This is an optimization exercise on Yosys and OpenROAD, whose aim is small area, a short achievable clock period and few clock cycles per item, not a production implementation. Function was checked by simulation only, so behaviour that the tests miss may differ from the original. No activity file was given, so power comes from the tool's default toggle rates.

## flow/design.v (module list and top-level ports; edited modules follow where they fit)
// module conv_top: 4045 lines
module conv_top (
  input  logic clk,
  input  logic rst_n,
  input  logic [15:0] ifmap_dat,
  input  logic ifmap_vld,
  output logic ifmap_rdy,
  input  logic [15:0] weights_dat,
  input  logic weights_vld,
  output logic weights_rdy,
  output logic [31:0] ofmap_dat,
  output logic ofmap_vld,
  input  logic ofmap_rdy
);
  // ...
==> flow/flow/run.sh <==
#!/bin/bash
# Standard layout, with one netlist step between synthesis and floorplan:
# fa_polarity.py flips full-adder cells (FA(~a,~b,~c) = ~FA(a,b,c)) so that
# fewer inverters sit between them. Registers and other cells are untouched.
set -euo pipefail
WORK=$(pwd)
R=$WORK/orfs/results/$FLOW_PLATFORM/conv_top/base
bash standard.sh synth > $WORK/flow_synth.log 2>&1
cp $R/1_2_yosys.v $WORK/yosys_standard.v
python3 $WORK/flow/fa_polarity.py $WORK/yosys_standard.v $R/1_2_yosys.v > $WORK/fa_polarity.log 2>&1
rm -f $R/1_synth.odb $R/1_synth.sdc
bash standard.sh finish > $WORK/flow_layout.log 2>&1
==> flow/flow/fa_polarity.py <==
#!/usr/bin/env python3
"""Choose the polarity of each full-adder cell in a mapped netlist so that
fewer inverters are needed, and rewrite the netlist.

A full adder is self-dual: FA(~a, ~b, ~c) = (~sum, ~carry). Synthesis leaves
inverters between adder cells wherever it picked the wrong polarity; this
flips adders (greedy local search) to remove them. Registers and all other
cells are untouched; the function of the netlist is unchanged.

usage: fa_polarity.py IN.v OUT.v
"""
import re
import sys
from collections import defaultdict

src = open(sys.argv[1]).read()

FA_RE = re.compile(r'sky130_fd_sc_hd__fa_\d+$')
INV_RE = re.compile(r'sky130_fd_sc_hd__(inv|clkinv)_\d+$')

# split module body into cell instances and other statements
m = re.search(r'(module\s+\w+\s*\(.*?\);)(.*)(endmodule)', src, re.S)
head, body, tail = src[:m.start(2)], m.group(2), src[m.end(2):]

cell_re = re.compile(r'^\s*(sky130_fd_sc_hd__\w+)\s+(\S+)\s*\((.*?)\);\s*$', re.S | re.M)
pin_re = re.compile(r'\.(\w+)\s*\(\s*(.*?)\s*\)\s*(?:,|$)', re.S)

cells = []   # [type, name, {pin: net}, span]
for cm in cell_re.finditer(body):
    pins = dict((p, n.strip()) for p, n in pin_re.findall(cm.group(3)))
    cells.append([cm.group(1), cm.group(2), pins, cm.span()])

OUTPINS = {'X', 'Y', 'Q', 'Q_N', 'SUM', 'COUT', 'HI', 'LO'}

# nets referenced outside cell instances (assigns, ports) are fixed
rest = cell_re.sub('', body)
fixed_nets = set()
for st in re.findall(r'^\s*assign\s+(.*?);', rest, re.M | re.S):
    for tok in re.findall(r'\\\S+|[A-Za-z_][\w$]*(?:\s*\[\d+(?::\d+)?\])?', st):
        fixed_nets.add(tok.strip())
out_ports = set(re.findall(r'^\s*output\s+(?:\[[^\]]*\]\s*)?(\w+)\s*;', body, re.M))
def is_port_net(net):
    b = re.sub(r'\s*\[.*$', '', net.lstrip('\\').strip())
    return b in out_ports

driver = {}
loads = defaultdict(list)  # net -> [(cell index, pin)]
for i, (t, n, pins, sp) in enumerate(cells):
    for p, net in pins.items():
        if p in OUTPINS:
            driver[net] = (i, p)
        else:
            loads[net].append((i, p))

# collapse inverters: a net driven by an inverter whose input is a plain net
def is_inv(i):
    return INV_RE.match(cells[i][0]) is not None

def base(net):
    """(root net, polarity) for a net, following inverters"""
    pol = 0
    seen = 0
    while net in driver and is_inv(driver[net][0]) and seen < 8:
        net = cells[driver[net][0]][2]['A']
        pol ^= 1
        seen += 1
    return net, pol

fas = [i for i, c in enumerate(cells) if FA_RE.match(c[0])]
fa_set = set(fas)

# inverters we may remove: all inverter cells (they are recreated as needed)
# but keep inverters whose output net is fixed (assign/port) or drives
# something we cannot re-point (we re-point any cell input pin).
removable_inv = set()
for i, c in enumerate(cells):
    if is_inv(i):
        y = c[2]['Y']
        if y in fixed_nets or is_port_net(y):
            continue
        removable_inv.add(i)

# consumers: every non-removable-inverter input pin, expressed on the root
# consumer entries: (cell idx, pin, root, need_pol)
cons = []
for i, (t, n, pins, sp) in enumerate(cells):
    if i in removable_inv:
        continue
    for p, net in pins.items():
        if p in OUTPINS:
            continue
        if net.startswith("1'b") or net in fixed_nets and net not in driver:
            # constant or port-like
            pass
        r, pol = base(net) if net not in fixed_nets else (net, 0)
        # if the path goes through a non-removable inverter, base() stops? handle
        cons.append((i, p, net, r, pol))

# root -> list of consumer indices
by_root = defaultdict(list)
for k, (i, p, net, r, pol) in enumerate(cons):
    by_root[r].append(k)

flip = defaultdict(int)  # fa cell idx -> 0/1

def root_flip(r):
    d = driver.get(r)
    if d and d[0] in fa_set:
        return flip[d[0]]
    return 0

def need(k):
    i, p, net, r, pol = cons[k]
    f = flip[i] if (i in fa_set and p in ('A', 'B', 'CIN')) else 0
    return pol ^ root_flip(r) ^ f

def root_cost(r):
    return 1 if any(need(k) for k in by_root[r]) else 0

# roots touched by each FA: its input roots and its output roots
fa_roots = {}
for i in fas:
    rs = set()
    for p in ('A', 'B', 'CIN'):
        net = cells[i][2][p]
        rs.add(base(net)[0] if net not in fixed_nets else net)
    for p in ('SUM', 'COUT'):
        rs.add(cells[i][2][p])
    fa_roots[i] = rs

total = sum(root_cost(r) for r in by_root)
sys.stderr.write("inverters before: %d cells, modelled %d\n" % (len(removable_inv), total))
def flippable(i):
    return all(not (cells[i][2][p] in fixed_nets or is_port_net(cells[i][2][p])) for p in ('SUM', 'COUT'))

for it in range(20):
    changed = 0
    for i in fas:
        if not flippable(i):
            continue
        rs = fa_roots[i]
        before = sum(root_cost(r) for r in rs)
        flip[i] ^= 1
        after = sum(root_cost(r) for r in rs)
        if after < before:
            changed += 1
            total += after - before
        else:
            flip[i] ^= 1
    if not changed:
        break
sys.stderr.write("after flips: modelled %d inverters, %d adders flipped\n" % (total, sum(flip.values())))

# ---- rewrite
# physical net of a root: FA outputs keep their net names (carrying the
# flipped value if flipped); a root needing inversion gets one new inverter
def esc(net):
    return net + ' ' if net.startswith('\\') else net

new_cells = []
inv_of = {}
cnt = [0]
def inv_net(r):
    if r not in inv_of:
        cnt[0] += 1
        nn = 'fapol_n%d' % cnt[0]
        inv_of[r] = nn
        new_cells.append('  sky130_fd_sc_hd__inv_1 fapol_i%d (\n    .A(%s),\n    .Y(%s)\n  );\n' % (cnt[0], esc(phys_root(r)), nn))
    return inv_of[r]

# flipped adders drive renamed nets (they carry the complement)
ren = {}
for i in fas:
    if flip[i]:
        for p in ('SUM', 'COUT'):
            cnt[0] += 1
            ren[cells[i][2][p]] = 'fapol_p%d' % cnt[0]

def phys_root(r):
    return ren.get(r, r)

newpins = defaultdict(dict)
for i in fas:
    if flip[i]:
        for p in ('SUM', 'COUT'):
            newpins[i][p] = ren[cells[i][2][p]]
for k, (i, p, net, r, pol) in enumerate(cons):
    nd = need(k)
    phys = inv_net(r) if nd else phys_root(r)
    if phys != net:
        newpins[i][p] = phys

out = []
pos = 0
wires = []
for i, (t, n, pins, sp) in enumerate(cells):
    out.append(body[pos:sp[0]])
    pos = sp[1]
    if i in removable_inv:
        continue
    pp = dict(pins)
    pp.update(newpins.get(i, {}))
    text = '  %s %s (\n%s\n  );' % (t, n, ',\n'.join('    .%s(%s)' % (a, esc(b)) for a, b in pp.items()))
    out.append(text)
out.append(body[pos:])
decl = ''.join('  wire %s;\n' % v for v in list(inv_of.values()) + list(ren.values()))
res = head + '\n' + decl + ''.join(out) + ''.join(new_cells) + tail
open(sys.argv[2], 'w').write(res)
sys.stderr.write("inverters after: %d\n" % len(inv_of))
==> flow/standard.sh <==
#!/bin/bash
# synth_recipe.tcl (not shown) runs the flow's synth.tcl, then flattens the netlist and writes it again
# the make line also repeats each setting of config.mk as NAME=value (left out here)
make -C /OpenROAD-flow-scripts/flow DESIGN_CONFIG=/design/flow/config.mk WORK_HOME=/design/flow/orfs CLKGATE_MAP_FILE= SYNTH_SCRIPT=/design/flow/synth_recipe.tcl "${@:-finish}"
==> flow/config.mk <==
export PLATFORM = sky130hd
export DESIGN_NAME = conv_top
export DESIGN_NICKNAME = conv_top
export VERILOG_FILES = /design/flow/design.v
export SDC_FILE = /design/flow/constraint.sdc
export NUM_CORES = 4
export LEC_CHECK = 0
export ABC_CLOCK_PERIOD_IN_PS = 2500
export CAP_MARGIN = 20
export CORE_MARGIN = 2
export CORE_UTILIZATION = 55
export SETUP_SLACK_MARGIN = 5
export SLEW_MARGIN = 20
==> flow/constraint.sdc <==
create_clock -name core_clock -period 8.0 [get_ports {clk}]
set_input_delay 1.6000 -clock core_clock [delete_from_list [all_inputs] [get_ports {clk}]]
set_output_delay 1.6000 -clock core_clock [all_outputs]
set_load 0.01 [all_outputs]
==> results.toml, run 1 <==
[run_status]
status = "finished clean"

[power_and_ir_drop]
p_total_w = 0.0250
seq-power_w = 0.00888
powerComb_w = 0.0107

[setup_path]
slowest_delay_ns = 0.61
critPathTopFamily = "adder cells"
cpMaxStageDelayCell = "fa_1"
crit_path_start_kind = "flop"
cp_cell_sequence = "inv_4, buf_8, fa_1, fa_1, fa_1, fa_1, inv_1"

[global_routing]
overflow = 0

[floorplanning]
rows = 117
initial_core_util_pct = 55.5
ioPinCount = 72

[cts]
ctsResizeCount = 126
clock_latency_ns = 0.73
cts_buffer_depth = 3

[final_layout]
n_clock_buffer = 158
regMostFlops = "st1"
num_antenna_cells = 4
nNonClkBuffers = 387
layout_common_cells = "dfxtp_1 (766), fa_1 (586), a22oi_1 (479)"

[flow_run]
max_cap_viol_count = 0

[synthesis]
syn-instance-count = 4563

[sta]
worst_slew_pin_slew_ns = 1.09
setup_tns_ns = 0

[drt]
dr.pass1.iters = 6
wl_mm = 177

[min_path]
hp-class = "flop to flop"

[place]
gp_congestion = 1.03
Testbench counts, summed over its fixed seeds: cycles 4,304, jobs 128.
==> run 2: changes to the inputs <==
--- a/flow/design.v
+++ b/flow/design.v
@@ -37,19 +37,20 @@
     e[19] = (y[13] & ~y[12] & ~y[11]) | (~y[13] & y[12] & y[11]);
     e[20] = y[13];
     e[21] = y[14] ^ y[13];
     e[22] = (y[15] & ~y[14] & ~y[13]) | (~y[15] & y[14] & y[13]);
     e[23] = y[15];
     e[24] = y[15];    booth_enc = e;
   endfunction
   logic [1:0] ph;   
+  logic [1:0] ph_nx;
   always_ff @(posedge clk or negedge rst_n) begin
     if (!rst_n) ph <= 2'd0;
-    else ph <= ph + 2'd1;
+    else ph <= ph_nx;
   end
   logic [15:0] x_in;
   logic x_in_v;
   logic [15:0] a0, a1, a2, a3;   
   logic [2:0] a_n;
   logic [24:0] h0, h1, h2, h3;   
   logic hv;
   logic [1:0] lp_oc;   
@@ -1987,17 +1988,18 @@
   assign hfree = !hv || (go && lp_oc == 2'd3);
   assign hload = pix_avail && hfree;
   assign x_moved = x_in_v && (hload || a_n != 3'd4);
   assign q_nx = a_n + {2'b00, x_in_v} + {2'b00, ifmap_rdy} - (hload ? 3'd4 : 3'd0);
   assign ins = w_in_v && !sfull && (ph == n_ins[1:0]);
   assign xfer = sfull && !sdone[ph] && (!wval[ph] || (go && lp_pix == 3'd7));
   assign n_ins_nx = (xfer && ((sdone | (4'b0001 << ph)) == 4'hf)) ? 5'd0 : n_ins + {4'b0000, ins};
   assign w_busy_nx = weights_rdy || (w_in_v && !ins);
-  assign ins_nx = !n_ins_nx[4] && (n_ins_nx[1:0] == ph + 2'd1);
+  assign ins_nx = !n_ins_nx[4] && (n_ins_nx[1:0] == ph_nx);
+  assign ph_nx = (n_ins == 5'd0 && wval == 4'd0 && !w_in_v) ? 2'd0 : ph + 2'd1;
   assign pop = ofmap_vld && ofmap_rdy;
   assign o_free = !ofmap_vld || ofmap_rdy;
   assign push = v2;
   logic [2:0] cred_h, cred_r;
   logic [1:0] rp_h, rp_r, wp_h, wp_r, qn_h, qn_r;
   logic ov_h, ov_r;
   logic [1:0] rp_inc, wp_inc;
   assign rp_inc = (q_rp == 2'd2) ? 2'd0 : q_rp + 2'd1;
==> results.toml, run 2 <==
[setup_path]
cp.depth = 2
timing.rr.end = "st1[99]"
crit_fanout = 20
required_ns = 6.40
crit_buf_inv = 2
critPathKind = "flop to output port"
critPathArrivalTime_ns = 1.46
cpMaxStageDelayCell = "dfrtp_1"
critPathTopFamily = "flip-flops"
cp_cell_sequence = "buf_12, clkbuf_2"
reg2reg_from = "wr0_0[13]"
rr_worst_depth = 7
slowest_delay_ns = 0.38
end_kind = "output port"
r2r_setup_slack_ns = 5.03
startpoint = "weights_rdy"
crit_path_start_kind = "flop"

[cts]
cts_tree = "built"
clk_pin_slew_worst_paths_ns = 0.07
clock_latency_ns = 0.72
cts_buffer_depth = 3
cts_buffers = 111
cts.sinks = 1151
hold_buffers = 0
cts_htree_levels = 3
root_buffer = "clkbuf_16"

[global_routing]
grt_max_degree = 72
grt_pass1_wl_mm = 256
grt_usage_pct = 34.2
grt_pass1_vias = 36883
antenna_found_initial = 6
overflow = 0

[min_path]
holdPathEnd = "wr1_1[6]"
min_from = "wr1_2[6]"
hp-class = "flop to flop"
holdPathStages = 0

[floorplanning]
ioPinCount = 72
initial_core_util_pct = 55.4
rows = 117
fp.dieW_um = 324
die_h_um = 324
coreArea_um2 = 102000
die-area_um2 = 105000

[sta]
rsz0062_at_grt = "yes"
slew_viol_final = 0
fmax_mhz = 326
finalCritPeriodShare_pct = 38.3
min_period_ns = 3.06
finalWorstSetupSlack_ns = 4.94
clock-skew-final_ns = 0.0340
setup_violations = 0
setup_tns_ns = 0
hold_viol = 0
slew_headroom_pct = 38.6
worst_slew_pin_slew_ns = 0.920

[drt]
wl_per_cell_um = 28.7
wl_mm = 177
drc_errors = 0
dr.pass1.iters = 7
ant_nets = 0
drtIter0Drc = 4462
vias_per_cell = 5.87
vias = 36141

[final_layout]
layout_common_cells = "dfxtp_1 (774), fa_1 (588), a22oi_1 (481)"
largestRegisters = "st1 (216), st2 (63)"
final_nets = 5403
post-route-cell-area_um2 = 65000
syn2layout_area_growth_pct = 15.2
regMostFlops = "st1"
fin_cells = 6152
num_antenna_cells = 0
mostFrequentLayoutCell = "dfxtp_1"
largest_reg_flops = 216
drive_gt1_share_pct = 14.0

[place]
io_buffers = 71
dp_hpwl_mm = 120
place_inst = 5735
dpl-instance-area_um2 = 58300
gp_congestion = 1.02
dp_slack_ns = 4.45

[synthesis]
ys.warnings.count = 1
syn-instance-count = 4567
syn_avg_cell_area_um2 = 12.4
synth_fp_nets = 5283
syn-cell-area_um2 = 56400

[flow_run]
max_cap_viol_count = 0

[power_and_ir_drop]
peakVddDrop_uv = 314
p_leak_nw = 25.1
cellPowerDensity_nw_per_um2 = 393

[run_status]
status = "finished clean"
==> run 2: cell count changes in the layout (fill, tap and decap cells not counted), sizes merged, moves of 4 or more <==
| cell | delta |
|---|---|
| clkdlybuf4s15 | +6 |
| clkbuf | -13 |
| nand2 | +6 |
| mux2 | -4 |
| clkinv | +6 |
| nor2 | +10 |
| o21a | -4 |
| nor3 | -6 |
| nor2b | -5 |
| diode | -4 |
==> run 2: worst max-delay path by stage <==
| stage | to | slack, ns |
|---|---|---|
| 2_1_floorplan | a0[0] | 2.83 |
| 3_3_place_gp | st1[69] | 4.47 |
| 3_5_place_dp | st1[69] | 4.45 |
| 4_1_cts | weights_rdy | 4.79 |
| 5_1_grt | weights_rdy | 4.89 |
| 6_report | weights_rdy | 4.94 |
==> run 2: repair_timing <==
item,in CTS,in global routing
buffers inserted,197,9
setup endpoints to repair,354,199
pin swaps,3,1
resized for setup,118,51
gates cloned,0,1
==> run 2: cell type report <==
cell class	count	area (µm²)
multi-input combinational	2729	27600
inverter	309	1200
sequential	1151	26500
tap	1368	1710
fill	7916	36800
clock buffer	149	3200
clock inverter	61	744
timing repair buffer	385	4050
==> run 2: per-layer routing <==
layer | part of all wire (%) | GRT usage [%] | vias to the layer above
met3 | 13 | 13.1 | 682
met2 | 42 | 50.4 | 2316
met1 | 39 | 44.5 | 17820
li1 | - | - | 15317
met5 | 0.021 | 0 | -
met4 | 6.1 | 16.7 | 6
==> run 2: power by group <==
group	internal (W)	total (W)	switching (W)
registers	0.00819	0.00903	0.000840
clock network	0.00325	0.00552	0.00227
logic	0.00472	0.0110	0.00625
==> run 2: per-stage QoR <==
stage,power (W),hold WS (ns),utilization [%]
6_report,0.0255,0.307,63.9
5_1_grt,0.0275,0.312,63.9
3_5_place_dp,0.0200,0.312,57.3
4_1_cts,0.0256,0.306,63.6
3_3_place_gp,0.0197,0.310,57.3
2_1_floorplan,0.0161,0.310,-
Testbench counts of run 2, summed over its fixed seeds: cycles 4,288, jobs 128.

==> re-timing with driven ports <==
In the flow no input, the clock included, has a driving cell. The finished layouts below were timed again as built, in two steps. Step 1 (the two cells are an assumption about what drives the block):
set clk [get_ports {clk}]
set_driving_cell -lib_cell sky130_fd_sc_hd__clkbuf_16 $clk
set_driving_cell -lib_cell sky130_fd_sc_hd__buf_2 [delete_from_list [all_inputs] $clk]
Step 2 also shifts input and output timing later by t, the mid clock arrival at the registers, as if the neighbouring blocks saw the same clock. Three values: no drivers, after step 1, after step 2; two values: the first two.
| run | shift t [ns] | setup slack, ns | worst setup path after step 2 | worst slew at a driven data input, ns |
|---|---|---|---|---|
| run 1 | 0.777 | 4.962 / 4.929 / 4.460 | input to register | 0.07 |
| run 2 | 0.769 | 4.937 / 4.869 / 4.491 | input to register | 0.08 |
After both steps every run listed still meets setup and hold. For run 1, which loses most, drivers alone change the setup slack by -0.033 ns; drivers and shift together by -0.502 ns.
